This is an optimization exercise on Yosys and OpenROAD, whose aim is small area and a short achievable clock period, not a production implementation.
The RTL was checked by simulation tests, not by an equivalence proof against the original design.

==> design.v <==
`default_nettype none
package enigmaPkg;
    typedef logic [8-1:0] asciiChar;
    typedef logic [26-1:0] letterOneHot;
    typedef logic [5-1:0] rotorPos;
endpackage
`default_nettype wire
`timescale 1ns/1ps
`default_nettype none
module enigmaMachine (
    input  logic                load,
    input  logic                reset,
    input  logic                keyValid,
    input  logic                setPositions,
    input  enigmaPkg::asciiChar keyChar,
    input  enigmaPkg::rotorPos  startPosition1,
    input  enigmaPkg::rotorPos  startPosition2,
    input  enigmaPkg::rotorPos  startPosition3,
    output logic                outValid,
    output enigmaPkg::asciiChar outChar
);
    function automatic logic [4:0] lutPlugIn(input logic [4:0] v);
        case (v)
            5'd1: lutPlugIn = 5'd20;
            5'd2: lutPlugIn = 5'd22;
            5'd3: lutPlugIn = 5'd24;
            5'd4: lutPlugIn = 5'd6;
            5'd5: lutPlugIn = 5'd0;
            5'd6: lutPlugIn = 5'd3;
            5'd7: lutPlugIn = 5'd5;
            5'd8: lutPlugIn = 5'd15;
            5'd9: lutPlugIn = 5'd21;
            5'd10: lutPlugIn = 5'd25;
            5'd11: lutPlugIn = 5'd1;
            5'd12: lutPlugIn = 5'd4;
            5'd13: lutPlugIn = 5'd2;
            5'd14: lutPlugIn = 5'd10;
            5'd15: lutPlugIn = 5'd12;
            5'd16: lutPlugIn = 5'd19;
            5'd17: lutPlugIn = 5'd7;
            5'd18: lutPlugIn = 5'd23;
            5'd19: lutPlugIn = 5'd18;
            5'd20: lutPlugIn = 5'd11;
            5'd21: lutPlugIn = 5'd17;
            5'd22: lutPlugIn = 5'd8;
            5'd23: lutPlugIn = 5'd13;
            5'd24: lutPlugIn = 5'd16;
            5'd25: lutPlugIn = 5'd14;
            5'd26: lutPlugIn = 5'd9;
            default: lutPlugIn = 5'd0;
        endcase
    endfunction
    function automatic logic [4:0] lutR1Inv(input logic [4:0] v);
        case (v)
            5'd0: lutR1Inv = 5'd4;
            5'd1: lutR1Inv = 5'd25;
            5'd2: lutR1Inv = 5'd5;
            5'd3: lutR1Inv = 5'd13;
            5'd4: lutR1Inv = 5'd18;
            5'd5: lutR1Inv = 5'd21;
            5'd6: lutR1Inv = 5'd20;
            5'd7: lutR1Inv = 5'd0;
            5'd8: lutR1Inv = 5'd17;
            5'd9: lutR1Inv = 5'd10;
            5'd10: lutR1Inv = 5'd19;
            5'd11: lutR1Inv = 5'd16;
            5'd12: lutR1Inv = 5'd1;
            5'd13: lutR1Inv = 5'd15;
            5'd14: lutR1Inv = 5'd14;
            5'd15: lutR1Inv = 5'd12;
            5'd16: lutR1Inv = 5'd23;
            5'd17: lutR1Inv = 5'd3;
            5'd18: lutR1Inv = 5'd9;
            5'd19: lutR1Inv = 5'd22;
            5'd20: lutR1Inv = 5'd7;
            5'd21: lutR1Inv = 5'd2;
            5'd22: lutR1Inv = 5'd6;
            5'd23: lutR1Inv = 5'd8;
            5'd24: lutR1Inv = 5'd24;
            5'd25: lutR1Inv = 5'd11;
            5'd26: lutR1Inv = 5'd4;
            5'd27: lutR1Inv = 5'd25;
            5'd28: lutR1Inv = 5'd5;
            5'd29: lutR1Inv = 5'd13;
            5'd30: lutR1Inv = 5'd18;
            5'd31: lutR1Inv = 5'd21;
            default: lutR1Inv = 5'd0;
        endcase
    endfunction
    function automatic logic [4:0] lutR2Inv(input logic [4:0] v);
        case (v)
            5'd0: lutR2Inv = 5'd9;
            5'd1: lutR2Inv = 5'd10;
            5'd2: lutR2Inv = 5'd8;
            5'd3: lutR2Inv = 5'd20;
            5'd4: lutR2Inv = 5'd1;
            5'd5: lutR2Inv = 5'd7;
            5'd6: lutR2Inv = 5'd3;
            5'd7: lutR2Inv = 5'd2;
            5'd8: lutR2Inv = 5'd6;
            5'd9: lutR2Inv = 5'd13;
            5'd10: lutR2Inv = 5'd21;
            5'd11: lutR2Inv = 5'd24;
            5'd12: lutR2Inv = 5'd4;
            5'd13: lutR2Inv = 5'd19;
            5'd14: lutR2Inv = 5'd14;
            5'd15: lutR2Inv = 5'd18;
            5'd16: lutR2Inv = 5'd23;
            5'd17: lutR2Inv = 5'd5;
            5'd18: lutR2Inv = 5'd17;
            5'd19: lutR2Inv = 5'd0;
            5'd20: lutR2Inv = 5'd11;
            5'd21: lutR2Inv = 5'd22;
            5'd22: lutR2Inv = 5'd15;
            5'd23: lutR2Inv = 5'd25;
            5'd24: lutR2Inv = 5'd16;
            5'd25: lutR2Inv = 5'd12;
            5'd26: lutR2Inv = 5'd9;
            5'd27: lutR2Inv = 5'd10;
            5'd28: lutR2Inv = 5'd8;
            5'd29: lutR2Inv = 5'd20;
            5'd30: lutR2Inv = 5'd1;
            5'd31: lutR2Inv = 5'd7;
            default: lutR2Inv = 5'd0;
        endcase
    endfunction
    function automatic logic [4:0] lutR3Inv(input logic [4:0] v);
        case (v)
            5'd0: lutR3Inv = 5'd1;
            5'd1: lutR3Inv = 5'd3;
            5'd2: lutR3Inv = 5'd5;
            5'd3: lutR3Inv = 5'd7;
            5'd4: lutR3Inv = 5'd9;
            5'd5: lutR3Inv = 5'd11;
            5'd6: lutR3Inv = 5'd2;
            5'd7: lutR3Inv = 5'd15;
            5'd8: lutR3Inv = 5'd17;
            5'd9: lutR3Inv = 5'd19;
            5'd10: lutR3Inv = 5'd23;
            5'd11: lutR3Inv = 5'd21;
            5'd12: lutR3Inv = 5'd25;
            5'd13: lutR3Inv = 5'd13;
            5'd14: lutR3Inv = 5'd24;
            5'd15: lutR3Inv = 5'd4;
            5'd16: lutR3Inv = 5'd8;
            5'd17: lutR3Inv = 5'd22;
            5'd18: lutR3Inv = 5'd6;
            5'd19: lutR3Inv = 5'd0;
            5'd20: lutR3Inv = 5'd10;
            5'd21: lutR3Inv = 5'd12;
            5'd22: lutR3Inv = 5'd20;
            5'd23: lutR3Inv = 5'd18;
            5'd24: lutR3Inv = 5'd16;
            5'd25: lutR3Inv = 5'd14;
            5'd26: lutR3Inv = 5'd1;
            5'd27: lutR3Inv = 5'd3;
            5'd28: lutR3Inv = 5'd5;
            5'd29: lutR3Inv = 5'd7;
            5'd30: lutR3Inv = 5'd9;
            5'd31: lutR3Inv = 5'd11;
            default: lutR3Inv = 5'd0;
        endcase
    endfunction
    function automatic logic [4:0] lutRefl(input logic [4:0] v);
        case (v)
            5'd0: lutRefl = 5'd24;
            5'd1: lutRefl = 5'd17;
            5'd2: lutRefl = 5'd20;
            5'd3: lutRefl = 5'd7;
            5'd4: lutRefl = 5'd16;
            5'd5: lutRefl = 5'd18;
            5'd6: lutRefl = 5'd11;
            5'd7: lutRefl = 5'd3;
            5'd8: lutRefl = 5'd15;
            5'd9: lutRefl = 5'd23;
            5'd10: lutRefl = 5'd13;
            5'd11: lutRefl = 5'd6;
            5'd12: lutRefl = 5'd14;
            5'd13: lutRefl = 5'd10;
            5'd14: lutRefl = 5'd12;
            5'd15: lutRefl = 5'd8;
            5'd16: lutRefl = 5'd4;
            5'd17: lutRefl = 5'd1;
            5'd18: lutRefl = 5'd5;
            5'd19: lutRefl = 5'd25;
            5'd20: lutRefl = 5'd2;
            5'd21: lutRefl = 5'd22;
            5'd22: lutRefl = 5'd21;
            5'd23: lutRefl = 5'd9;
            5'd24: lutRefl = 5'd0;
            5'd25: lutRefl = 5'd19;
            5'd26: lutRefl = 5'd24;
            5'd27: lutRefl = 5'd17;
            5'd28: lutRefl = 5'd20;
            5'd29: lutRefl = 5'd7;
            5'd30: lutRefl = 5'd16;
            5'd31: lutRefl = 5'd18;
            default: lutRefl = 5'd0;
        endcase
    endfunction
    function automatic logic [4:0] lutR3(input logic [4:0] v);
        case (v)
            5'd0: lutR3 = 5'd19;
            5'd1: lutR3 = 5'd0;
            5'd2: lutR3 = 5'd6;
            5'd3: lutR3 = 5'd1;
            5'd4: lutR3 = 5'd15;
            5'd5: lutR3 = 5'd2;
            5'd6: lutR3 = 5'd18;
            5'd7: lutR3 = 5'd3;
            5'd8: lutR3 = 5'd16;
            5'd9: lutR3 = 5'd4;
            5'd10: lutR3 = 5'd20;
            5'd11: lutR3 = 5'd5;
            5'd12: lutR3 = 5'd21;
            5'd13: lutR3 = 5'd13;
            5'd14: lutR3 = 5'd25;
            5'd15: lutR3 = 5'd7;
            5'd16: lutR3 = 5'd24;
            5'd17: lutR3 = 5'd8;
            5'd18: lutR3 = 5'd23;
            5'd19: lutR3 = 5'd9;
            5'd20: lutR3 = 5'd22;
            5'd21: lutR3 = 5'd11;
            5'd22: lutR3 = 5'd17;
            5'd23: lutR3 = 5'd10;
            5'd24: lutR3 = 5'd14;
            5'd25: lutR3 = 5'd12;
            5'd26: lutR3 = 5'd19;
            5'd27: lutR3 = 5'd0;
            5'd28: lutR3 = 5'd6;
            5'd29: lutR3 = 5'd1;
            5'd30: lutR3 = 5'd15;
            5'd31: lutR3 = 5'd2;
            default: lutR3 = 5'd0;
        endcase
    endfunction
    function automatic logic [4:0] lutR2(input logic [4:0] v);
        case (v)
            5'd0: lutR2 = 5'd19;
            5'd1: lutR2 = 5'd4;
            5'd2: lutR2 = 5'd7;
            5'd3: lutR2 = 5'd6;
            5'd4: lutR2 = 5'd12;
            5'd5: lutR2 = 5'd17;
            5'd6: lutR2 = 5'd8;
            5'd7: lutR2 = 5'd5;
            5'd8: lutR2 = 5'd2;
            5'd9: lutR2 = 5'd0;
            5'd10: lutR2 = 5'd1;
            5'd11: lutR2 = 5'd20;
            5'd12: lutR2 = 5'd25;
            5'd13: lutR2 = 5'd9;
            5'd14: lutR2 = 5'd14;
            5'd15: lutR2 = 5'd22;
            5'd16: lutR2 = 5'd24;
            5'd17: lutR2 = 5'd18;
            5'd18: lutR2 = 5'd15;
            5'd19: lutR2 = 5'd13;
            5'd20: lutR2 = 5'd3;
            5'd21: lutR2 = 5'd10;
            5'd22: lutR2 = 5'd21;
            5'd23: lutR2 = 5'd16;
            5'd24: lutR2 = 5'd11;
            5'd25: lutR2 = 5'd23;
            5'd26: lutR2 = 5'd19;
            5'd27: lutR2 = 5'd4;
            5'd28: lutR2 = 5'd7;
            5'd29: lutR2 = 5'd6;
            5'd30: lutR2 = 5'd12;
            5'd31: lutR2 = 5'd17;
            default: lutR2 = 5'd0;
        endcase
    endfunction
    function automatic logic [4:0] lutR1(input logic [4:0] v);
        case (v)
            5'd0: lutR1 = 5'd7;
            5'd1: lutR1 = 5'd12;
            5'd2: lutR1 = 5'd21;
            5'd3: lutR1 = 5'd17;
            5'd4: lutR1 = 5'd0;
            5'd5: lutR1 = 5'd2;
            5'd6: lutR1 = 5'd22;
            5'd7: lutR1 = 5'd20;
            5'd8: lutR1 = 5'd23;
            5'd9: lutR1 = 5'd18;
            5'd10: lutR1 = 5'd9;
            5'd11: lutR1 = 5'd25;
            5'd12: lutR1 = 5'd15;
            5'd13: lutR1 = 5'd3;
            5'd14: lutR1 = 5'd14;
            5'd15: lutR1 = 5'd13;
            5'd16: lutR1 = 5'd11;
            5'd17: lutR1 = 5'd8;
            5'd18: lutR1 = 5'd4;
            5'd19: lutR1 = 5'd10;
            5'd20: lutR1 = 5'd6;
            5'd21: lutR1 = 5'd5;
            5'd22: lutR1 = 5'd19;
            5'd23: lutR1 = 5'd16;
            5'd24: lutR1 = 5'd24;
            5'd25: lutR1 = 5'd1;
            5'd26: lutR1 = 5'd7;
            5'd27: lutR1 = 5'd12;
            5'd28: lutR1 = 5'd21;
            5'd29: lutR1 = 5'd17;
            5'd30: lutR1 = 5'd0;
            5'd31: lutR1 = 5'd2;
            default: lutR1 = 5'd0;
        endcase
    endfunction
    function automatic logic [4:0] lutPlugOut(input logic [4:0] v);
        case (v)
            5'd0: lutPlugOut = 5'd5;
            5'd1: lutPlugOut = 5'd11;
            5'd2: lutPlugOut = 5'd13;
            5'd3: lutPlugOut = 5'd6;
            5'd4: lutPlugOut = 5'd12;
            5'd5: lutPlugOut = 5'd7;
            5'd6: lutPlugOut = 5'd4;
            5'd7: lutPlugOut = 5'd17;
            5'd8: lutPlugOut = 5'd22;
            5'd9: lutPlugOut = 5'd26;
            5'd10: lutPlugOut = 5'd14;
            5'd11: lutPlugOut = 5'd20;
            5'd12: lutPlugOut = 5'd15;
            5'd13: lutPlugOut = 5'd23;
            5'd14: lutPlugOut = 5'd25;
            5'd15: lutPlugOut = 5'd8;
            5'd16: lutPlugOut = 5'd24;
            5'd17: lutPlugOut = 5'd21;
            5'd18: lutPlugOut = 5'd19;
            5'd19: lutPlugOut = 5'd16;
            5'd20: lutPlugOut = 5'd1;
            5'd21: lutPlugOut = 5'd9;
            5'd22: lutPlugOut = 5'd2;
            5'd23: lutPlugOut = 5'd18;
            5'd24: lutPlugOut = 5'd3;
            5'd25: lutPlugOut = 5'd10;
            5'd26: lutPlugOut = 5'd5;
            5'd27: lutPlugOut = 5'd11;
            5'd28: lutPlugOut = 5'd13;
            5'd29: lutPlugOut = 5'd6;
            5'd30: lutPlugOut = 5'd12;
            5'd31: lutPlugOut = 5'd7;
            default: lutPlugOut = 5'd0;
        endcase
    endfunction
    function automatic logic [5:0] addBits(input logic [4:0] a, input logic [4:0] b, input logic cin);
        logic c;
        c = cin;
        for (int i = 0; i < 5; i++) begin
            addBits[i] = a[i] ^ b[i] ^ c;
            c = (a[i] & b[i]) | (c & (a[i] ^ b[i]));
        end
        addBits[5] = c;
    endfunction
    function automatic logic [4:0] addOff(input logic [4:0] a, input logic [4:0] b);
        logic [5:0] s;
        logic [5:0] t;
        s = addBits(a, b, 1'b0);
        t = addBits(s[4:0], {2'b00, s[5], s[5], 1'b0}, 1'b0);
        addOff = t[4:0];
    endfunction
    function automatic logic [4:0] sub26(input logic [4:0] a, input logic [4:0] b);
        logic [5:0] s;
        logic [5:0] t;
        s = addBits(a, ~b, 1'b1);
        t = addBits(s[4:0], 5'd26, 1'b0);
        sub26 = s[5] ? s[4:0] : t[4:0];
    endfunction
    function automatic logic [4:0] neg26(input logic [4:0] b);
        logic [5:0] s;
        s = addBits(5'd26, ~b, 1'b1);
        neg26 = s[4:0];
    endfunction
    function automatic logic [4:0] wrap26(input logic [4:0] p);
        wrap26 = (p >= 5'd26) ? 5'(p - 5'd26) : p;
    endfunction
    logic [4:0] p1, p2, p3;
    logic [4:0] d12, d23;
    logic [4:0] s0, s1, s2, s3, s4, s5, s6, s7;
    logic [4:0] cipherIdx;
    logic       isLetter;
    logic       keyAccepted;
    logic       step1, carry1, carry2;
    assign isLetter    = (keyChar[7:5] == 3'b010) && (keyChar[4:0] != 5'd0) && (keyChar[4:0] <= 5'd26);
    assign keyAccepted = keyValid && !setPositions;
    assign step1       = keyAccepted && isLetter;
    assign carry1      = step1 && (p1 == 5'd25);
    assign carry2      = carry1 && (p2 == 5'd25);
    assign d12 = sub26(p1, p2);
    assign d23 = sub26(p2, p3);
    assign s0 = addOff(lutPlugIn(keyChar[4:0]), neg26(p1));
    assign s1 = addOff(lutR1Inv(s0), d12);
    assign s2 = addOff(lutR2Inv(s1), d23);
    assign s3 = addOff(lutR3Inv(s2), p3);
    assign s4 = addOff(lutRefl(s3), neg26(p3));
    assign s5 = addOff(lutR3(s4), neg26(d23));
    assign s6 = addOff(lutR2(s5), neg26(d12));
    assign s7 = addOff(lutR1(s6), p1);
    assign cipherIdx = lutPlugOut(s7);
    always_ff @(posedge load) begin
        if (reset) begin
            p1 <= '0;
            p2 <= '0;
            p3 <= '0;
        end else if (setPositions) begin
            p1 <= wrap26(startPosition1);
            p2 <= wrap26(startPosition2);
            p3 <= wrap26(startPosition3);
        end else begin
            if (step1)  p1 <= carry1 ? 5'd0 : p1 + 5'd1;
            if (carry1) p2 <= carry2 ? 5'd0 : p2 + 5'd1;
            if (carry2) p3 <= (p3 == 5'd25) ? 5'd0 : p3 + 5'd1;
        end
    end
    always_ff @(posedge load) begin
        if (reset) begin
            outValid <= 1'b0;
            outChar  <= '0;
        end else begin
            outValid <= keyAccepted;
            if (keyAccepted) begin
                outChar <= isLetter ? {3'b010, cipherIdx} : keyChar;
            end
        end
    end
endmodule
`default_nettype wire
==> flow/run.sh <==
#!/bin/bash
# Standard layout with two changes to the synthesis step only:
#  * no ADDER_MAP_FILE, so Yosys extracts no half/full adder cells and ABC can
#    restructure the modulo-26 adders;
#  * ABC maps with flow/abc_area_resyn.script (the ORFS area script preceded by
#    a round of AIG rewriting).
# The synthesis script is synth_recipe.tcl with ORFS's synth.tcl inlined and only
# its abc call changed, so registers are mapped and named exactly as in the
# standard synthesis.  Each tool's log stays under orfs/logs; make's output is
# in make.log.
set -euo pipefail
here=$(pwd)
abc_script=$here/flow/abc_area_resyn.script
{
  head -n 1 synth_recipe.tcl
  sed "s|log_cmd abc {\*}\$abc_args|log_cmd abc -script $abc_script {*}[lrange \$abc_args 2 end]|" \
      "$FLOW_HOME/scripts/synth.tcl"
  tail -n +3 synth_recipe.tcl
} > synth_custom.tcl
grep -q "abc -script $abc_script" synth_custom.tcl
bash standard.sh ADDER_MAP_FILE= SYNTH_SCRIPT="$here/synth_custom.tcl" finish > make.log 2>&1
==> flow/abc_area_resyn.script <==
strash
balance; rewrite; refactor; balance; rewrite; rewrite -z; balance; refactor -z; rewrite -z; balance
dch
map -B 0.9
topo
stime -c
buffer -c
upsize -c
dnsize -c
==> standard.sh <==
#!/bin/bash
# synth_recipe.tcl (not shown) runs the flow's synth.tcl, then flattens the netlist and writes it again
# the make line also repeats each setting of config.mk as NAME=value (left out here)
make -C /OpenROAD-flow-scripts/flow DESIGN_CONFIG=/design/flow/config.mk WORK_HOME=/design/flow/orfs CLKGATE_MAP_FILE= SYNTH_SCRIPT=/design/flow/synth_recipe.tcl "${@:-finish}"
==> config.mk <==
export PLATFORM = sky130hd
export DESIGN_NAME = enigmaMachine
export DESIGN_NICKNAME = enigmaMachine
export VERILOG_FILES = /design/flow/design.v
export SDC_FILE = /design/flow/constraint.sdc
export NUM_CORES = 4
export LEC_CHECK = 0
export ABC_AREA = 1
export CAP_MARGIN = 20
export CORE_MARGIN = 2
export CORE_UTILIZATION = 55
export SLEW_MARGIN = 20
==> constraint.sdc <==
create_clock -name core_clock -period 30.0 [get_ports {load}]
set_input_delay 6.0000 -clock core_clock [delete_from_list [all_inputs] [get_ports {load}]]
set_output_delay 6.0000 -clock core_clock [all_outputs]
set_load 0.01 [all_outputs]
==> results of run 1 <==
[tightest hold or removal path, delay by kind of cell, from the launching register on]
family             cells  cell delay, ns
AOI/OAI and AO/OA      1            0.05
DFF                    1            0.31
and+or+nand+nor        1            0.06
[registers in the layout (all words and copies together), names as in the netlist]
name,flops
p3,5
p2,5
outValid,1
p1,5
outChar,8
[through the flow]
step	instances	utilization	setup slack, ns
2_1_floorplan	1218	-	13.65
3_3_place_gp	1383	0.599	11.51
3_5_place_dp	1383	0.599	11.47
4_1_cts	1387	0.608	11.67
5_1_grt	1387	0.608	9.64
6_report	1387	0.608	11.55
[how the worst min path moves through the flow]
| stage | from | cells after the start | to |
|---|---|---|---|
| detailed placement | outChar[0]$_SDFFE_PP0P_ | 2 | outChar[0]$_SDFFE_PP0P_ |
| global placement | outChar[0]$_SDFFE_PP0P_ | 2 | outChar[0]$_SDFFE_PP0P_ |
| CTS | outChar[0]$_SDFFE_PP0P_ | 2 | outChar[0]$_SDFFE_PP0P_ |
| floorplan | outChar[0]$_SDFFE_PP0P_ | 2 | outChar[0]$_SDFFE_PP0P_ |
| finish | outChar[0]$_SDFFE_PP0P_ | 2 | outChar[0]$_SDFFE_PP0P_ |
| global route | outChar[0]$_SDFFE_PP0P_ | 2 | outChar[0]$_SDFFE_PP0P_ |
[cell families (layout without fill, tap and decap cells)]
group / count (synthesis) / after routing / synth area share
buf+inv: 183 / 209 / 0.113
flops: 24 / 24 / 0.0764
xor+xnor: 31 / 31 / 0.0467
compound gates: 139 / 139 / 0.134
simple gates: 841 / 841 / 0.630
[layer usage]
metal | up-vias | routed length (um)
li1 | 3985 | -
met1 | 3134 | 8350
met2 | 193 | 6670
met3 | 16 | 706
met4 | 0 | 120
met5 | - | 0
[cells in the final DEF (no fill, tap or decap), types with 6 or more instances in the layout]
| cell type | n |
|---|---|
| nand2_1 | 452 |
| nand3_1 | 190 |
| inv_1 | 133 |
| nor2_1 | 60 |
| nand2_2 | 60 |
| a21oi_1 | 43 |
| clkdlybuf4s50_1 | 35 |
| inv_2 | 30 |
| o21ai_0 | 29 |
| dfxtp_1 | 24 |
| nand2_4 | 22 |
| xor2_1 | 21 |
| o21ai_1 | 19 |
| nand3_2 | 14 |
| o211ai_1 | 10 |
| nand4_1 | 9 |
| nor2_2 | 7 |
| xnor2_1 | 7 |
| a31oi_1 | 6 |
[layout make-up]
cell class / count / area, um2 / share of cell area
multi-input cells: 1011 / 5100 / 0.744
inverters: 170 / 641 / 0.0934
flip-flops and latches: 24 / 480 / 0.0701
repair buffers: 35 / 350 / 0.0511
well taps: 143 / 179 / 0.0261
clock buffers: 3 / 75.1 / 0.0110
clock inverters: 1 / 30.0 / 0.00438
==> results.toml, run 1 <==
[cells_and_area]
antenna_cells = 0
final_nets = 1272
final.fill_count = 1164
fin_area_mm2 = 0.00686
areaGrowthSynthToFinish_pct = 8.97
layout-drive-gt1-share = 0.132

[drt]
wl_per_cell_um = 11.4
num_vias = 7328
drt-vias-per-instance = 5.28
drt_iter0_drc = 701
ant_nets = 0
drcViolationCount = 0
dr.pass1.iters = 5
wl_mm = 15.8

[yosys]
synth_cell_types = 58
synth_area_mm2 = 0.00629
synthesis.nets = 1245
ys_ff_latch = 24
synth_top_area_frac = 0.270
synthTopCellsByCount = "nand2_1 (452), nand3_1 (190), inv_1 (133)"
synth_enable_flop_cells = 0
synth.area.top_cells = "nand2_1 (27%), nand3_1 (15%), inv_1 (7.9%), dfxtp_1 (7.6%), nand2_2 (6.0%)"
synthCells = 1218
async_flop_share = 0
synth_ff_type = "dfxtp_1"
seq_area_frac_synth = 0.0764
ys_warn_count = 1
synth_area_leader_cell = "nand2_1"
synth.most_common_cell = "nand2_1"
postSynthAreaPerCell_um2 = 5.17

[worst_setup_path]
crit_path_max_incr_delay_ns = 0.66
cp_slowest_cell = "clkdlybuf4s50_1"
crit_fanout = 12
r2r_end = "outChar[3]$_SDFFE_PP0P_"
cp-end-kind = "register"
cp-startpoint = "keyChar[2]"
crit_buf_inv = 9
critical_path_arrival_ns = 18.57
crit_family = "simple AND/OR/NAND/NOR gates"
crit_path_start_kind = "input pin"
worstReg2RegStart = "p1[0]$_SDFFE_PP0P_"
endpoint = "outChar[3]$_SDFFE_PP0P_"
timing.critical_path.mode_cell = "nand2_1"
path_depth = 127
crit_required_ns = 30.12
reg2regPathDepth = 122
r2r_slack_ns = 17.46
critPathKind = "in2reg"

[global_routing]
gr-max-usage-layer = "met2"
grt_use_total = 0.257
antenna_found_initial = 0
overflow = 0
grt_max_degree = 16
grtUsageMet1 = 0.397
grt_pass1_wl_mm = 28.2
grtUsageMet2 = 0.400
grt_pass1_vias = 6423
grtUsageMet3 = 0.0191

[sta]
fin_hold_ws_ns = 0.465
setup_viol = 0
fin_crit_ns = 18.45
slew_headroom = 0.647
hold_viol = 0
rsz0062_at_grt = "false"
maxSlewViolCount = 0
worstMarginPinSlew_ns = 0.524
fin_skew_ns = 0.00448
fmax_mhz = 54.2
final.setup.tns_ns = 0
fin_crit_sh = 0.615

[flow_run]
cap_violations = 0

[clock_network]
root_buffer = "clkbuf_16"
insertion_delay_ns = 0.26
h-tree-depth = 1
post_cts_buffers = 0
ctsResizeCount = 0
clock_path_buffers = 2
numCtsBuffers = 3
clk_pin_slew_worst_paths_ns = 0.06
cts_hold_buf = 0
cts_tree = "built"
cts.sinks = 24

[floorplanning]
die_x_um = 111
die_height_um = 111
start_util = 0.558
coreArea_mm2 = 0.0113
die-area_mm2 = 0.0123
boundaryPins = 36
num_rows = 39

[place]
dpl-instance-area_mm2 = 0.00675
gp_congestion = 0.944
detailed_place_hpwl_mm = 13.2
io_buffers = 35

[run_status]
status = "timing/DRC/antenna clean"

[min_path]
worstHoldPathType = "reg2reg"
==> inputs of run 2 (changes only) <==
--- a/flow/run.sh
+++ b/flow/run.sh
@@ -18,4 +18,4 @@
   tail -n +3 synth_recipe.tcl
 } > synth_custom.tcl
 grep -q "abc -script $abc_script" synth_custom.tcl
-bash standard.sh ADDER_MAP_FILE= SYNTH_SCRIPT="$here/synth_custom.tcl" finish > make.log 2>&1
+bash standard.sh BUFFER_PORTS_ARGS="-buffer_cell sky130_fd_sc_hd__buf_2" ADDER_MAP_FILE= SYNTH_SCRIPT="$here/synth_custom.tcl" finish > make.log 2>&1
==> flow/abc_area_resyn.script (replaced) <==
strash
balance; rewrite; refactor; balance; rewrite; rewrite -z; balance; refactor -z; rewrite -z; balance
balance; rewrite; refactor; balance; rewrite; rewrite -z; balance; refactor -z; rewrite -z; balance
dch
map -B 0.9
topo
stime -c
buffer -c
upsize -c
dnsize -c
--- a/config.mk
+++ b/config.mk
@@ -8,5 +8,5 @@
 export ABC_AREA = 1
 export CAP_MARGIN = 20
 export CORE_MARGIN = 2
-export CORE_UTILIZATION = 55
+export CORE_UTILIZATION = 20
 export SLEW_MARGIN = 20
==> results.toml, run 2 <==
[yosys]
async_flop_share = 0
ys_ff_latch = 24
synthTopCellsByCount = "nand2_1 (440), nand3_1 (173), inv_1 (113)"
synth_top_area_frac = 0.270
synth.most_common_cell = "nand2_1"
synth_ff_type = "dfxtp_1"
synthCells = 1176
seq_area_frac_synth = 0.0785
synth_area_leader_cell = "nand2_1"
synth_cell_types = 52
synth_enable_flop_cells = 0
synth.area.top_cells = "nand2_1 (27%), nand3_1 (14%), dfxtp_1 (7.9%), inv_1 (6.9%), nand2_2 (6.0%)"
postSynthAreaPerCell_um2 = 5.20
synth_area_mm2 = 0.00612
synthesis.nets = 1203
ys_warn_count = 1

[place]
io_buffers = 35
gp_congestion = 0.900
dpl-instance-area_mm2 = 0.00673
post-place-cells = 1596
detailed_place_hpwl_mm = 13.3

[clock_network]
cts_tree = "built"
cts_hold_buf = 0
clk_pin_slew_worst_paths_ns = 0.06
insertion_delay_ns = 0.25
h-tree-depth = 1
numCtsBuffers = 3
clock_path_buffers = 2
ctsResizeCount = 0
cts.sinks = 24
post_cts_buffers = 0
root_buffer = "clkbuf_16"

[cells_and_area]
mostFrequentLayoutCell = "nand2_1"
final_nets = 1232
layout-drive-gt1-share = 0.163
fin_area_mm2 = 0.00681
antenna_cells = 0
layout_common_cells = "nand2_1 (440), nand3_1 (173), inv_1 (113)"
areaGrowthSynthToFinish_pct = 11.2
final.fill_count = 3450
largest_register_ffs = 8
top_register = "outChar"
layout.cells.non_filler = 1599

[floorplanning]
boundaryPins = 36
start_util = 0.202
die_x_um = 179
coreArea_mm2 = 0.0303
num_rows = 64
die-area_mm2 = 0.0320
die_height_um = 179

[drt]
num_vias = 7211
wl_per_cell_um = 10.0
drcViolationCount = 0
drt-vias-per-instance = 4.51
drt_iter0_drc = 558
dr.pass1.iters = 5
wl_mm = 16.1
ant_nets = 0

[worst_setup_path]
critical_path_arrival_ns = 18.35
critPathKind = "in2reg"
worstReg2RegStart = "p1[0]$_SDFFE_PP0P_"
crit_required_ns = 30.18
cp_slowest_cell = "xor2_1"
timing.critical_path.mode_cell = "nand2_1"
cp-startpoint = "keyChar[3]"
crit_path_start_kind = "input pin"
crit_path_max_incr_delay_ns = 0.35
cp-end-kind = "register"
crit_fanout = 11

[sta]
slew_headroom = 0.594
fin_crit_ns = 18.16
fin_crit_sh = 0.605
fin_skew_ns = 0.00289
fmax_mhz = 55.1
hold_viol = 0
maxSlewViolCount = 0
worstMarginPinSlew_ns = 0.608
rsz0062_at_grt = "false"
fin_hold_ws_ns = 0.470
setup_viol = 0
final.setup.tns_ns = 0

[flow_run]
cap_violations = 0

[global_routing]
antenna_found_initial = 0
grt_pass1_wl_mm = 28.4
grt_pass1_vias = 6590
overflow = 0
grt_use_total = 0.101
grt_max_degree = 19

[min_path]
worstHoldPathType = "reg2reg"
min_from = "outChar[3]$_SDFFE_PP0P_"

[run_status]
status = "timing/DRC/antenna clean"
==> run 2: final cells by class <==
cell class,instances,area (um2),area share
Timing Repair Buffer,35,175,0.0257
Sequential cell,24,480,0.0706
Multi-Input combinational cell,987,5000,0.734
Tap cell,396,495,0.0728
Inverter,154,583,0.0857
Clock buffer,3,75.1,0.0110
==> run 2: final timing paths <==
kind              slack [ns]  cells after the start                      end
setup reg to reg       17.16                    120  outChar[0]$_SDFFE_PP0P_
hold reg to reg         0.47                      2  outChar[3]$_SDFFE_PP0P_
hold / removal          0.47                      2  outChar[3]$_SDFFE_PP0P_
setup / recovery       11.84                    123  outChar[0]$_SDFFE_PP0P_
==> run 2: cells by family (layout without fill, tap and decap cells) <==
group / after synthesis / after routing / synth area share
DFF: 24 / 24 / 0.0785
xor gates and xnor gates: 38 / 38 / 0.0581
and+or+nand+nor: 804 / 804 / 0.615
buffers and inverters: 165 / 192 / 0.105
AOI/OAI and AO/OA: 145 / 145 / 0.143
==> run 2: worst max-delay path, delay by kind of cell <==
kind	cells	cell delay, ns
simple gates	99	9.07
compound gates	12	1.81
buf+inv	10	0.87
xor+xnor	2	0.57
==> run 2: metal layers <==
metal  GRT usage  share of wire  up-vias
met5           0              0        -
li1            -              -     3871
met1       0.137           0.50     3189
met3     0.00297          0.027       15
met2       0.181           0.47      136
met4      0.0122         0.0075        0
==> run 2: stage by stage <==
step	utilization	setup WS [ns]
2_1_floorplan	-	13.58
3_3_place_gp	0.222	11.87
3_5_place_dp	0.222	11.67
4_1_cts	0.224	11.91
5_1_grt	0.224	9.83
6_report	0.224	11.84
==> inputs of run 3 (changes only) <==
--- a/flow/run.sh
+++ b/flow/run.sh
@@ -3,7 +3,9 @@
 #  * no ADDER_MAP_FILE, so Yosys extracts no half/full adder cells and ABC can
 #    restructure the modulo-26 adders;
 #  * ABC maps with flow/abc_area_resyn.script (the ORFS area script preceded by
-#    a round of AIG rewriting).
+#    two rounds of AIG rewriting);
+#  * every port still gets its buffer, but as buf_2 (BUFFER_PORTS_ARGS) rather
+#    than the slow delay-cell buffer the default choice ends up with.
 # The synthesis script is synth_recipe.tcl with ORFS's synth.tcl inlined and only
 # its abc call changed, so registers are mapped and named exactly as in the
 # standard synthesis.  Each tool's log stays under orfs/logs; make's output is
==> results.toml, run 3 <==
[clock_network]
ctsResizeCount = 0
insertion_delay_ns = 0.25
cts_hold_buf = 0
post_cts_buffers = 0
numCtsBuffers = 3
cts_tree = "built"
h-tree-depth = 1
root_buffer = "clkbuf_16"
clock_path_buffers = 2
cts.sinks = 24
clk_pin_slew_worst_paths_ns = 0.06

[floorplanning]
start_util = 0.202
coreArea_mm2 = 0.0303
die_x_um = 179
boundaryPins = 36
num_rows = 64
die-area_mm2 = 0.0320
die_height_um = 179

[worst_setup_path]
crit_required_ns = 30.18
crit_path_start_kind = "input pin"
critical_path_arrival_ns = 18.35
endpoint = "outChar[0]$_SDFFE_PP0P_"
critPathKind = "in2reg"
cp-end-kind = "register"
cp-startpoint = "keyChar[3]"
r2r_end = "outChar[0]$_SDFFE_PP0P_"
crit_path_max_incr_delay_ns = 0.35
worstReg2RegStart = "p1[0]$_SDFFE_PP0P_"
cp_slowest_cell = "xor2_1"
reg2regPathDepth = 120
r2r_slack_ns = 17.16
crit_fanout = 11
timing.critical_path.mode_cell = "nand2_1"

[yosys]
synthTopCellsByCount = "nand2_1 (440), nand3_1 (173), inv_1 (113)"
synth.most_common_cell = "nand2_1"
synth_enable_flop_cells = 0
synthesis.nets = 1203
synth_area_mm2 = 0.00612
synth.area.top_cells = "nand2_1 (27%), nand3_1 (14%), dfxtp_1 (7.9%), inv_1 (6.9%), nand2_2 (6.0%)"
synth_ff_type = "dfxtp_1"
synth_cell_types = 52
synthCells = 1176
postSynthAreaPerCell_um2 = 5.20
async_flop_share = 0
ys_ff_latch = 24
ys_warn_count = 1
synth_top_area_frac = 0.270
seq_area_frac_synth = 0.0785
synth_area_leader_cell = "nand2_1"

[place]
io_buffers = 35
gp_congestion = 0.900
detailed_place_hpwl_mm = 13.3

[sta]
fin_crit_sh = 0.605
fin_hold_ws_ns = 0.470
worstMarginPinSlew_ns = 0.608
hold_viol = 0
fin_crit_ns = 18.16
setup_viol = 0
maxSlewViolCount = 0
slew_headroom = 0.594
fmax_mhz = 55.1
fin_skew_ns = 0.00289
final.setup.tns_ns = 0
rsz0062_at_grt = "false"

[cells_and_area]
largest_register_ffs = 8
layout_common_cells = "nand2_1 (440), nand3_1 (173), inv_1 (113)"
final_nets = 1232
mostFrequentLayoutCell = "nand2_1"
antenna_cells = 0
areaGrowthSynthToFinish_pct = 11.2
final.fill_count = 3450
top_register = "outChar"
layout-drive-gt1-share = 0.163

[global_routing]
grt_pass1_vias = 6590
antenna_found_initial = 0
grt_pass1_wl_mm = 28.4
grt_max_degree = 19
overflow = 0
grt_use_total = 0.101

[drt]
drt-vias-per-instance = 4.51
num_vias = 7211
drcViolationCount = 0
ant_nets = 0
wl_mm = 16.1
dr.pass1.iters = 5
wl_per_cell_um = 10.0
drt_iter0_drc = 558

[run_status]
status = "timing/DRC/antenna clean"

[flow_run]
cap_violations = 0

[min_path]
worstHoldPathType = "reg2reg"
==> run 3: metrics by stage <==
step / instances / setup WS [ns] / cell area, um2 / utilization
2_1_floorplan: 1176 / 13.58 / 6120 / -
6_report: 1599 / 11.84 / 6810 / 0.224
3_5_place_dp: 1596 / 11.67 / 6730 / 0.222
5_1_grt: 1599 / 9.83 / 6810 / 0.224
4_1_cts: 1599 / 11.91 / 6810 / 0.224
3_3_place_gp: 1596 / 11.87 / 6730 / 0.222
==> run 3: layout make-up <==
class	count	area (um2)	area share
Tap cell	396	495	0.0728
Clock buffer	3	75.1	0.0110
Sequential cell	24	480	0.0706
Inverter	154	583	0.0857
Timing Repair Buffer	35	175	0.0257
Multi-Input combinational cell	987	5000	0.734
==> run 3: logic make-up (layout without fill, tap and decap cells) <==
| family | count (synthesis) | in the layout | share of synthesized area |
|---|---|---|---|
| AOI/OAI and AO/OA | 145 | 145 | 0.143 |
| DFF | 24 | 24 | 0.0785 |
| and+or+nand+nor | 804 | 804 | 0.615 |
| xor gates and xnor gates | 38 | 38 | 0.0581 |
| buffers and inverters | 165 | 192 | 0.105 |
==> run 3: per-layer routing <==
metal | wire, um | global-route usage
met2 | 7530 | 0.181
met3 | 439 | 0.00297
met4 | 121 | 0.0122
met1 | 7970 | 0.137
met5 | 0 | 0
==> run 3: worst max-delay path: cells and delay by family <==
| family | cells | cell delay [ns] |
|---|---|---|
| simple gates | 99 | 9.07 |
| compound gates | 12 | 1.81 |
| xor+xnor | 2 | 0.57 |
| buf+inv | 10 | 0.87 |
==> run 3: worst min path at each step <==
stage / startpoint / end / depth (start not counted)
global route: outChar[3]$_SDFFE_PP0P_ / outChar[3]$_SDFFE_PP0P_ / 2
floorplan: outChar[0]$_SDFFE_PP0P_ / outChar[0]$_SDFFE_PP0P_ / 2
finish: outChar[3]$_SDFFE_PP0P_ / outChar[3]$_SDFFE_PP0P_ / 2
CTS: outChar[0]$_SDFFE_PP0P_ / outChar[0]$_SDFFE_PP0P_ / 2
global placement: outChar[0]$_SDFFE_PP0P_ / outChar[0]$_SDFFE_PP0P_ / 2
detailed placement: outChar[0]$_SDFFE_PP0P_ / outChar[0]$_SDFFE_PP0P_ / 2
==> inputs of run 4 (changes only) <==
--- a/design.v
+++ b/design.v
@@ -377,29 +377,61 @@
     function automatic logic [4:0] wrap26(input logic [4:0] p);
         wrap26 = (p >= 5'd26) ? 5'(p - 5'd26) : p;
     endfunction
+    function automatic logic [4:0] inc26(input logic [4:0] p);
+        inc26 = (p == 5'd25) ? 5'd0 : p + 5'd1;
+    endfunction
+    localparam logic [4:0] LAST = 5'd25;
     logic [4:0] p1, p2, p3;
     logic [4:0] d12, d23;
-    logic [4:0] s0, s1, s2, s3, s4, s5, s6, s7;
-    logic [4:0] cipherIdx;
     logic       isLetter;
     logic       keyAccepted;
     logic       step1, carry1, carry2;
     assign isLetter    = (keyChar[7:5] == 3'b010) && (keyChar[4:0] != 5'd0) && (keyChar[4:0] <= 5'd26);
     assign keyAccepted = keyValid && !setPositions;
     assign step1       = keyAccepted && isLetter;
-    assign carry1      = step1 && (p1 == 5'd25);
-    assign carry2      = carry1 && (p2 == 5'd25);
+    assign carry1      = step1 && (p1 == LAST);
+    assign carry2      = carry1 && (p2 == LAST);
     assign d12 = sub26(p1, p2);
     assign d23 = sub26(p2, p3);
+    logic [4:0] s0, s1, s2, s3, s4, s5, s6, s7;
+    logic [4:0] cipherIdx;
+    logic [7:0] held;
+    logic       heldLetter;
+    logic [4:0] heldOff4;
+    logic [4:0] heldOff5;
+    logic [4:0] heldOff6;
+    logic [4:0] heldOff7;
     assign s0 = addOff(lutPlugIn(keyChar[4:0]), neg26(p1));
     assign s1 = addOff(lutR1Inv(s0), d12);
     assign s2 = addOff(lutR2Inv(s1), d23);
     assign s3 = addOff(lutR3Inv(s2), p3);
-    assign s4 = addOff(lutRefl(s3), neg26(p3));
-    assign s5 = addOff(lutR3(s4), neg26(d23));
-    assign s6 = addOff(lutR2(s5), neg26(d12));
-    assign s7 = addOff(lutR1(s6), p1);
+    always_ff @(posedge load) begin
+        if (reset) begin
+            outValid   <= 1'b0;
+            held       <= '0;
+            heldLetter <= 1'b0;
+        end else begin
+            outValid <= keyAccepted;
+            if (keyAccepted) begin
+                held       <= isLetter ? {3'b000, lutRefl(s3)} : keyChar;
+                heldLetter <= isLetter;
+            end
+        end
+    end
+    always_ff @(posedge load) begin
+        if (step1) begin
+            heldOff4 <= neg26(p3);
+            heldOff5 <= neg26(d23);
+            heldOff6 <= neg26(d12);
+            heldOff7 <= p1;
+        end
+    end
+    assign s4 = addOff(held[4:0], heldOff4);
+    assign s5 = addOff(lutR3(s4), heldOff5);
+    assign s6 = addOff(lutR2(s5), heldOff6);
+    assign s7 = addOff(lutR1(s6), heldOff7);
     assign cipherIdx = lutPlugOut(s7);
+    assign outChar = heldLetter ? {3'b010, cipherIdx} : held;
     always_ff @(posedge load) begin
         if (reset) begin
             p1 <= '0;
@@ -410,20 +442,9 @@
             p2 <= wrap26(startPosition2);
             p3 <= wrap26(startPosition3);
         end else begin
-            if (step1)  p1 <= carry1 ? 5'd0 : p1 + 5'd1;
-            if (carry1) p2 <= carry2 ? 5'd0 : p2 + 5'd1;
-            if (carry2) p3 <= (p3 == 5'd25) ? 5'd0 : p3 + 5'd1;
-        end
-    end
-    always_ff @(posedge load) begin
-        if (reset) begin
-            outValid <= 1'b0;
-            outChar  <= '0;
-        end else begin
-            outValid <= keyAccepted;
-            if (keyAccepted) begin
-                outChar <= isLetter ? {3'b010, cipherIdx} : keyChar;
-            end
+            if (step1)  p1 <= inc26(p1);
+            if (carry1) p2 <= inc26(p2);
+            if (carry2) p3 <= inc26(p3);
         end
     end
 endmodule
==> results.toml, run 4 <==
[yosys]
ys_warn_count = 1
synthTopCellsByCount = "nand2_1 (433), nand3_1 (155), inv_1 (129)"
synth_area_mm2 = 0.00696
synth_top_area_frac = 0.234
synth_ff_type = "dfxtp_1"
synth_cell_types = 52
synthCells = 1230
synth.most_common_cell = "nand2_1"
synth_enable_flop_cells = 20
ys_ff_latch = 45
seq_area_frac_synth = 0.158
synthesis.nets = 1257
synth_area_leader_cell = "nand2_1"
async_flop_share = 0
synth.area.top_cells = "nand2_1 (23%), nand3_1 (11%), edfxtp_1 (8.6%), dfxtp_1 (7.2%), inv_1 (7.0%)"
postSynthAreaPerCell_um2 = 5.66

[worst_setup_path]
crit_required_ns = 24.00
critPathKind = "reg2out"
crit_path_max_incr_delay_ns = 0.41
cp_slowest_cell = "edfxtp_1"
reg2regPathDepth = 70
r2r_slack_ns = 23.43
timing.critical_path.mode_cell = "nand2_1"
crit_fanout = 7
cp-end-kind = "output pin"
critical_path_arrival_ns = 7.18
worstReg2RegStart = "p1[0]$_SDFFE_PP0P_"
r2r_end = "held[2]$_SDFFE_PP0P_"
crit_family = "simple AND/OR/NAND/NOR gates"
crit_path_start_kind = "register"
crit_buf_inv = 8

[place]
detailed_place_hpwl_mm = 15.5
gp_congestion = 0.894
io_buffers = 35

[clock_network]
cts.sinks = 45
cts_tree = "built"
clock_path_buffers = 2
post_cts_buffers = 0
insertion_delay_ns = 0.29
root_buffer = "clkbuf_16"
numCtsBuffers = 5
cts_hold_buf = 0
clk_pin_slew_worst_paths_ns = 0.07
h-tree-depth = 2
ctsResizeCount = 0

[drt]
drt_iter0_drc = 522
ant_nets = 0
dr.pass1.iters = 5
drt-vias-per-instance = 4.49
wl_per_cell_um = 10.9
drcViolationCount = 0
num_vias = 7699
wl_mm = 18.6

[sta]
worstMarginPinSlew_ns = 0.657
final.setup.tns_ns = 0
slew_headroom = 0.560
maxSlewViolCount = 0
fin_skew_ns = 0.00758
fin_crit_ns = 13.18
setup_viol = 0
hold_viol = 0
fin_crit_sh = 0.439
fmax_mhz = 75.9
rsz0062_at_grt = "false"

[floorplanning]
die_height_um = 191
num_rows = 68
die_x_um = 191
coreArea_mm2 = 0.0344
die-area_mm2 = 0.0363
boundaryPins = 36
start_util = 0.202

[cells_and_area]
antenna_cells = 0
mostFrequentLayoutCell = "nand2_1"
finish.utilization = 0.227
largest_register_ffs = 8
layout-drive-gt1-share = 0.179
top_register = "held"
layout_common_cells = "nand2_1 (433), nand3_1 (155), inv_1 (129)"
final_nets = 1287
areaGrowthSynthToFinish_pct = 11.9

[global_routing]
grt_max_degree = 25
grt_use_total = 0.102
antenna_found_initial = 0
grt_pass1_vias = 6968
grt_pass1_wl_mm = 31.8
overflow = 0

[run_status]
status = "timing/DRC/antenna clean"

[min_path]
hold_end = "held[5]$_SDFFE_PP0P_"
min_from = "held[5]$_SDFFE_PP0P_"
worstHoldPathType = "reg2reg"
whs_path_depth = 2

[flow_run]
cap_violations = 0
==> run 4: worst register-to-register path: cells and delay by family, from the launching register on <==
kind / cells / cell delay, ns
buf+inv: 8 / 0.61
compound gates: 5 / 0.64
flops: 1 / 0.47
simple gates: 57 / 4.81
==> run 4: cell families (layout without fill, tap and decap cells) <==
kind of cell	count (synthesis)	after routing	share of synthesized area
AND/OR/NAND/NOR	798	798	0.543
buffers and inverters	182	213	0.103
AO/OA/AOI/OAI	161	161	0.138
flip-flops	45	45	0.158
XOR/XNOR	44	44	0.0586
==> run 4: worst max path at each step <==
stage	from	endpoint	cells past startpoint
after CTS	heldOff4[1]$_DFFE_PP_	outChar[2]	62
final	heldOff4[1]$_DFFE_PP_	outChar[2]	62
after global placement	held[1]$_SDFFE_PP0P_	outChar[2]	59
after global routing	held[1]$_SDFFE_PP0P_	outChar[3]	65
after floorplan	heldOff4[1]$_DFFE_PP_	outChar[0]	63
after detailed placement	heldOff4[1]$_DFFE_PP_	outChar[2]	62
==> run 4: layout make-up <==
class                           instances  area, um2
Sequential cell                        45       1100
Timing Repair Buffer                   36        183
Fill cell                            3888      26600
Tap cell                              455        569
Clock inverter                          3       20.0
Clock buffer                            5        125
Multi-Input combinational cell       1003       5150
Inverter                              169        642
==> run 4: per-layer routing <==
| metal | GRT usage | vias up | routed length [um] |
|---|---|---|---|
| li1 | - | 4039 | - |
| met1 | 0.140 | 3466 | 9120 |
| met2 | 0.176 | 186 | 8670 |
| met3 | 0.00755 | 8 | 748 |
| met4 | 0.0164 | 0 | 93 |
| met5 | 0 | - | 0 |
==> run 4: stage by stage <==
| stage | hold slack (ns) | worst slack [ns] | instance area (um2) | cells |
|---|---|---|---|---|
| final | 0.477 | 16.82 | 7790 | 1716 |
| after global routing | 0.498 | 15.80 | 7790 | 1716 |
| after CTS | 0.479 | 16.88 | 7790 | 1716 |
| after detailed placement | 0.464 | 17.19 | 7640 | 1708 |
| after global placement | 0.456 | 17.22 | 7640 | 1708 |
| after floorplan | 0.409 | 18.25 | 6960 | 1230 |
==> inputs of run 5 (changes only) <==
--- a/flow/run.sh
+++ b/flow/run.sh
@@ -1,10 +1,10 @@
 #!/bin/bash
-# Standard layout with two changes to the synthesis step only:
-#  * no ADDER_MAP_FILE, so Yosys extracts no half/full adder cells and ABC can
+# Standard layout with these changes:
+#  * synthesis: no ADDER_MAP_FILE, so Yosys extracts no half/full adder cells and ABC can
 #    restructure the modulo-26 adders;
-#  * ABC maps with flow/abc_area_resyn.script (the ORFS area script preceded by
+#  * synthesis: ABC maps with flow/abc_area_resyn.script (the ORFS area script preceded by
 #    two rounds of AIG rewriting);
-#  * every port still gets its buffer, but as buf_2 (BUFFER_PORTS_ARGS) rather
+#  * placement: every port still gets its buffer, but as buf_2 (BUFFER_PORTS_ARGS) rather
 #    than the slow delay-cell buffer the default choice ends up with.
 # The synthesis script is synth_recipe.tcl with ORFS's synth.tcl inlined and only
 # its abc call changed, so registers are mapped and named exactly as in the
--- a/config.mk
+++ b/config.mk
@@ -8,5 +8,7 @@
 export ABC_AREA = 1
 export CAP_MARGIN = 20
 export CORE_MARGIN = 2
-export CORE_UTILIZATION = 20
+export CORE_UTILIZATION = 50
+export GPL_TIMING_DRIVEN = 1
+export PLACE_DENSITY = 0.75
 export SLEW_MARGIN = 20
==> results.toml, run 5 <==
[cells_and_area]
layout_common_cells = "nand2_1 (433), nand3_1 (155), inv_1 (129)"
mostFrequentLayoutCell = "nand2_1"
fin_area_mm2 = 0.00746
finish.utilization = 0.544
final.fill_count = 1415
layout-drive-gt1-share = 0.179
largest_register_ffs = 8
antenna_cells = 0
areaGrowthSynthToFinish_pct = 7.24
top_register = "held"
final_nets = 1287

[sta]
fin_crit_sh = 0.435
final.setup.tns_ns = 0
fin_ws_ns = 16.96
slew_headroom = 0.630
hold_viol = 0
fmax_mhz = 76.7
worstMarginPinSlew_ns = 0.553
maxSlewViolCount = 0
setup_viol = 0
rsz0062_at_grt = "false"
fin_crit_ns = 13.04
fin_skew_ns = 0.00601

[yosys]
synth.most_common_cell = "nand2_1"
synth_cell_types = 52
synth_enable_flop_cells = 20
synth_compound_area_frac = 0.138
synthTopCellsByCount = "nand2_1 (433), nand3_1 (155), inv_1 (129)"
synth_area_leader_cell = "nand2_1"
synth-simple-area-share = 0.543
async_flop_share = 0
muxShareOfSynthArea = 0
synthAdderAreaFrac = 0
synthesis.nets = 1257
synth_area_mm2 = 0.00696
synth_top_area_frac = 0.234
postSynthAreaPerCell_um2 = 5.66
seq_area_frac_synth = 0.158
ys_ff_latch = 45
synthXorXnorAreaFrac = 0.0586
synthCells = 1230
synth_ff_type = "dfxtp_1"
synth_top_family_by_area = "simple AND/OR/NAND/NOR gates"
ys_warn_count = 1
synth.area.top_cells = "nand2_1 (23%), nand3_1 (11%), edfxtp_1 (8.6%), dfxtp_1 (7.2%), inv_1 (7.0%)"

[worst_setup_path]
worstReg2RegStart = "p1[0]$_SDFFE_PP0P_"
reg2regPathDepth = 62
crit_required_ns = 24.00
critical_path_arrival_ns = 7.04
cp_slowest_cell = "edfxtp_1"
crit_fanout = 7
crit_path_start_kind = "register"
crit_path_max_incr_delay_ns = 0.41
timing.critical_path.mode_cell = "nand2_1"
r2r_end = "held[1]$_SDFFE_PP0P_"
r2r_slack_ns = 23.29
cp-end-kind = "output pin"
critPathKind = "reg2out"

[min_path]
min_from = "held[5]$_SDFFE_PP0P_"
worstHoldPathType = "reg2reg"
hold_end = "held[5]$_SDFFE_PP0P_"
whs_path_depth = 2

[drt]
highest_layer = "met4"
drcViolationCount = 0
num_vias = 7707
drt_iter0_drc = 624
wl_mm = 16.9
dr.pass1.iters = 5
ant_nets = 0
drt-vias-per-instance = 5.35
routed-wl-met2_mm = 8.00
wl_per_cell_um = 11.7
wl_met1_mm = 7.88
wl_met3_um = 860

[clock_network]
ctsResizeCount = 0
post_cts_buffers = 0
cts_tree = "built"
cts_hold_buf = 0
cts.sinks = 45
clk_pin_slew_worst_paths_ns = 0.07
numCtsBuffers = 5
insertion_delay_ns = 0.29
h-tree-depth = 2
root_buffer = "clkbuf_16"
clock_path_buffers = 2

[floorplanning]
die-area_mm2 = 0.0149
die_height_um = 122
coreArea_mm2 = 0.0137
boundaryPins = 36
start_util = 0.507
die_x_um = 122
num_rows = 43

[global_routing]
antenna_found_initial = 0
grt_pass1_wl_mm = 29.0
grt_pass1_vias = 6660
grt_max_degree = 25
grt_use_total = 0.231
overflow = 0

[flow_run]
cap_violations = 0

[place]
gp_congestion = 0.974
detailed_place_hpwl_mm = 13.6
place_worst_setup_slack_ns = 17.35
dpl-instance-area_mm2 = 0.00730
io_buffers = 35

[run_status]
status = "timing/DRC/antenna clean"
==> run 5: cells by family (layout without fill, tap and decap cells) <==
kind of cell,Yosys count,count (layout)
flip-flops,45,45
buffers and inverters,182,213
AO/OA/AOI/OAI,161,161
XOR/XNOR,44,44
AND/OR/NAND/NOR,798,798
==> run 5: layout make-up <==
| cell class | instances | area, um2 | share of cell area |
|---|---|---|---|
| Inverter | 169 | 642 | 0.0860 |
| Multi-Input combinational cell | 1003 | 5150 | 0.689 |
| Timing Repair Buffer | 36 | 183 | 0.0245 |
| Clock buffer | 6 | 150 | 0.0201 |
| Sequential cell | 45 | 1100 | 0.148 |
| Clock inverter | 2 | 17.5 | 0.00235 |
| Tap cell | 180 | 225 | 0.0302 |
==> run 5: stage by stage <==
stage | hold WS, ns | instances
global placement | 0.457 | 1433
global route | 0.491 | 1441
detailed placement | 0.461 | 1433
finish | 0.472 | 1441
floorplan | 0.409 | 1230
CTS | 0.473 | 1441
==> run 5: worst max-delay path: cells and delay by family (launching register included) <==
family                 cells  cell delay [ns]
AND/OR/NAND/NOR           47             4.20
flip-flops                 1             0.41
AO/OA/AOI/OAI              6             0.91
XOR/XNOR                   3             0.77
buffers and inverters      5             0.50
==> run 5: layer usage <==
layer	GRT usage	vias up
met5	0	-
met4	0.0424	0
met3	0.0183	22
met2	0.403	236
met1	0.314	3411
li1	-	4038
==> run 5: how the worst max path moves through the flow <==
stage | from | to
4_1_cts | heldOff4[1]$_DFFE_PP_ | outChar[0]
2_1_floorplan | heldOff4[1]$_DFFE_PP_ | outChar[0]
3_5_place_dp | heldOff4[1]$_DFFE_PP_ | outChar[0]
6_report | heldOff4[1]$_DFFE_PP_ | outChar[0]
3_3_place_gp | heldOff4[1]$_DFFE_PP_ | outChar[1]
5_1_grt | held[1]$_SDFFE_PP0P_ | outChar[0]
==> inputs of run 6 (changes only) <==
--- a/config.mk
+++ b/config.mk
@@ -8,7 +8,5 @@
 export ABC_AREA = 1
 export CAP_MARGIN = 20
 export CORE_MARGIN = 2
-export CORE_UTILIZATION = 50
-export GPL_TIMING_DRIVEN = 1
-export PLACE_DENSITY = 0.75
+export CORE_UTILIZATION = 20
 export SLEW_MARGIN = 20
==> results.toml, run 6 <==
[run_status]
status = "timing/DRC/antenna clean"

[cells_and_area]
layout_common_cells = "nand2_1 (433), nand3_1 (155), inv_1 (129)"
antenna_cells = 0
final_nets = 1287
largest_register_ffs = 8
mostFrequentLayoutCell = "nand2_1"
top_register = "held"
areaGrowthSynthToFinish_pct = 11.9
layout-drive-gt1-share = 0.179
layout.cells.non_filler = 1716

[clock_network]
insertion_delay_ns = 0.29
cts.sinks = 45
post_cts_buffers = 0
clock_path_buffers = 2
root_buffer = "clkbuf_16"
numCtsBuffers = 5
cts_tree = "built"
ctsResizeCount = 0
h-tree-depth = 2
cts_hold_buf = 0
clk_pin_slew_worst_paths_ns = 0.07

[sta]
fin_crit_ns = 13.18
hold_viol = 0
slew_headroom = 0.560
fin_skew_ns = 0.00758
maxSlewViolCount = 0
fmax_mhz = 75.9
fin_crit_sh = 0.439
rsz0062_at_grt = "false"
final.setup.tns_ns = 0
fin_ws_ns = 16.82
worstMarginPinSlew_ns = 0.657
setup_viol = 0

[yosys]
synthesis.nets = 1257
async_flop_share = 0
synth.area.top_cells = "nand2_1 (23%), nand3_1 (11%), edfxtp_1 (8.6%), dfxtp_1 (7.2%), inv_1 (7.0%)"
synthTopCellsByCount = "nand2_1 (433), nand3_1 (155), inv_1 (129)"
synth.most_common_cell = "nand2_1"
synth_cell_types = 52
synthCells = 1230
synth_area_leader_cell = "nand2_1"
synth_enable_flop_cells = 20
ys_ff_latch = 45
synth_ff_type = "dfxtp_1"
seq_area_frac_synth = 0.158
synth_area_mm2 = 0.00696
postSynthAreaPerCell_um2 = 5.66
synth_top_area_frac = 0.234
ys_warn_count = 1

[worst_setup_path]
crit_path_max_incr_delay_ns = 0.41
reg2regPathDepth = 70
critical_path_arrival_ns = 7.18
crit_family = "simple AND/OR/NAND/NOR gates"
cp-startpoint = "heldOff4[1]$_DFFE_PP_"
crit_buf_inv = 8
critPathKind = "reg2out"
r2r_end = "held[2]$_SDFFE_PP0P_"
timing.critical_path.mode_cell = "nand2_1"
crit_path_start_kind = "register"
r2r_slack_ns = 23.43
endpoint = "outChar[2]"
path_depth = 62
cp-end-kind = "output pin"
worstReg2RegStart = "p1[0]$_SDFFE_PP0P_"
crit_fanout = 7
crit_required_ns = 24.00
cp_slowest_cell = "edfxtp_1"

[drt]
drt_iter0_drc = 522
wl_per_cell_um = 10.9
wl_met3_um = 748
wl_met1_mm = 9.12
routed-wl-met2_mm = 8.67
drt-vias-per-instance = 4.49
wl_mm = 18.6
num_vias = 7699
dr.pass1.iters = 5
highest_layer = "met4"
drcViolationCount = 0
ant_nets = 0

[floorplanning]
die-area_mm2 = 0.0363
num_rows = 68
start_util = 0.202
die_height_um = 191
coreArea_mm2 = 0.0344
die_x_um = 191
boundaryPins = 36

[global_routing]
grt_max_degree = 25
antenna_found_initial = 0
grt_pass1_vias = 6968
grt_use_total = 0.102
grt_pass1_wl_mm = 31.8
overflow = 0

[place]
place_worst_setup_slack_ns = 17.19
detailed_place_hpwl_mm = 15.5
post-place-cells = 1708
io_buffers = 35
gp_congestion = 0.894

[min_path]
worstHoldPathType = "reg2reg"

[flow_run]
cap_violations = 0
[run 6: changes by cell type in the layout (fill, tap and decap cells not counted), sizes merged]
| cell | delta |
|---|---|
| clkinv | +1 |
| clkbuf | -1 |
[run 6: layer usage]
| layer | track usage | vias to the layer above |
|---|---|---|
| met4 | 0.0164 | 0 |
| met2 | 0.176 | 186 |
| met1 | 0.140 | 3466 |
| li1 | - | 4039 |
| met5 | 0 | - |
| met3 | 0.00755 | 8 |
[run 6: through the flow]
| step | instance area, um2 | utilization | hold slack (ns) |
|---|---|---|---|
| floorplan | 6960 | - | 0.409 |
| global placement | 7640 | 0.222 | 0.456 |
| detailed placement | 7640 | 0.222 | 0.464 |
| CTS | 7790 | 0.227 | 0.479 |
| global route | 7790 | 0.227 | 0.498 |
| finish | 7790 | 0.227 | 0.477 |
[run 6: cell type report]
cell class,instances,area [um2]
Clock buffer,5,125
Clock inverter,3,20.0
Fill cell,3888,26600
Inverter,169,642
Multi-Input combinational cell,1003,5150
Sequential cell,45,1100
Tap cell,455,569
Timing Repair Buffer,36,183
[run 6: logic make-up (layout without fill, tap and decap cells)]
| group | after synthesis | count (layout) | synth area share |
|---|---|---|---|
| and+or+nand+nor | 798 | 798 | 0.543 |
| buffers and inverters | 182 | 213 | 0.103 |
| xor gates and xnor gates | 44 | 44 | 0.0586 |
| AOI/OAI and AO/OA | 161 | 161 | 0.138 |
| DFF | 45 | 45 | 0.158 |
[run 6: worst reg2reg max path, delay by kind of cell, from the launching register on]
kind | cells | cell delay, ns
AO/OA/AOI/OAI | 5 | 0.64
AND/OR/NAND/NOR | 57 | 4.81
buffers and inverters | 8 | 0.61
flip-flops | 1 | 0.47
[run 6: worst min-delay path by stage]
stage	slack, ns	startpoint	cells past startpoint	to
finish	0.48	held[5]$_SDFFE_PP0P_	2	held[5]$_SDFFE_PP0P_
global route	0.50	held[5]$_SDFFE_PP0P_	2	held[5]$_SDFFE_PP0P_
CTS	0.48	held[5]$_SDFFE_PP0P_	2	held[5]$_SDFFE_PP0P_
detailed placement	0.46	held[5]$_SDFFE_PP0P_	2	held[5]$_SDFFE_PP0P_
global placement	0.46	held[5]$_SDFFE_PP0P_	2	held[5]$_SDFFE_PP0P_
floorplan	0.41	p3[0]$_SDFFE_PP0P_	0	heldOff4[0]$_DFFE_PP_

-- port drivers added, routing unchanged --
No port has a modelled driver above. Below, the same layouts with a new extraction and two added sets of constraints.
Step 1 sets driving cells, clkbuf_16 on the clock port and buf_2 on the other inputs (assumed; they add their load-dependent delay and slew).
Step 2 moves the port delays by t, midway between the first and last clock arrival at a register: inputs arrive t later, outputs are due t later. That takes back most of the time a late clock gives input paths.
Slacks: ideal ports / drivers / drivers and shift; pairs: ideal ports / drivers.
run	shift t [ns]	slack for setup (ns)	worst setup path at the end	worst slew at a driven data input, ns
run 1	0.282	11.548 / 11.555 / 11.272	input to register	0.04
run 2	0.281	11.837 / 11.841 / 11.560	input to register	0.04
run 3	0.281	11.837 / 11.841 / 11.560	input to register	0.04
run 4	0.320	16.822 / 16.788 / 17.107	register to output	0.04
run 5	0.325	16.964 / 16.928 / 17.252	register to output	0.04
run 6	0.320	16.822 / 16.788 / 17.107	register to output	0.04
After both steps every run listed still meets setup and hold.
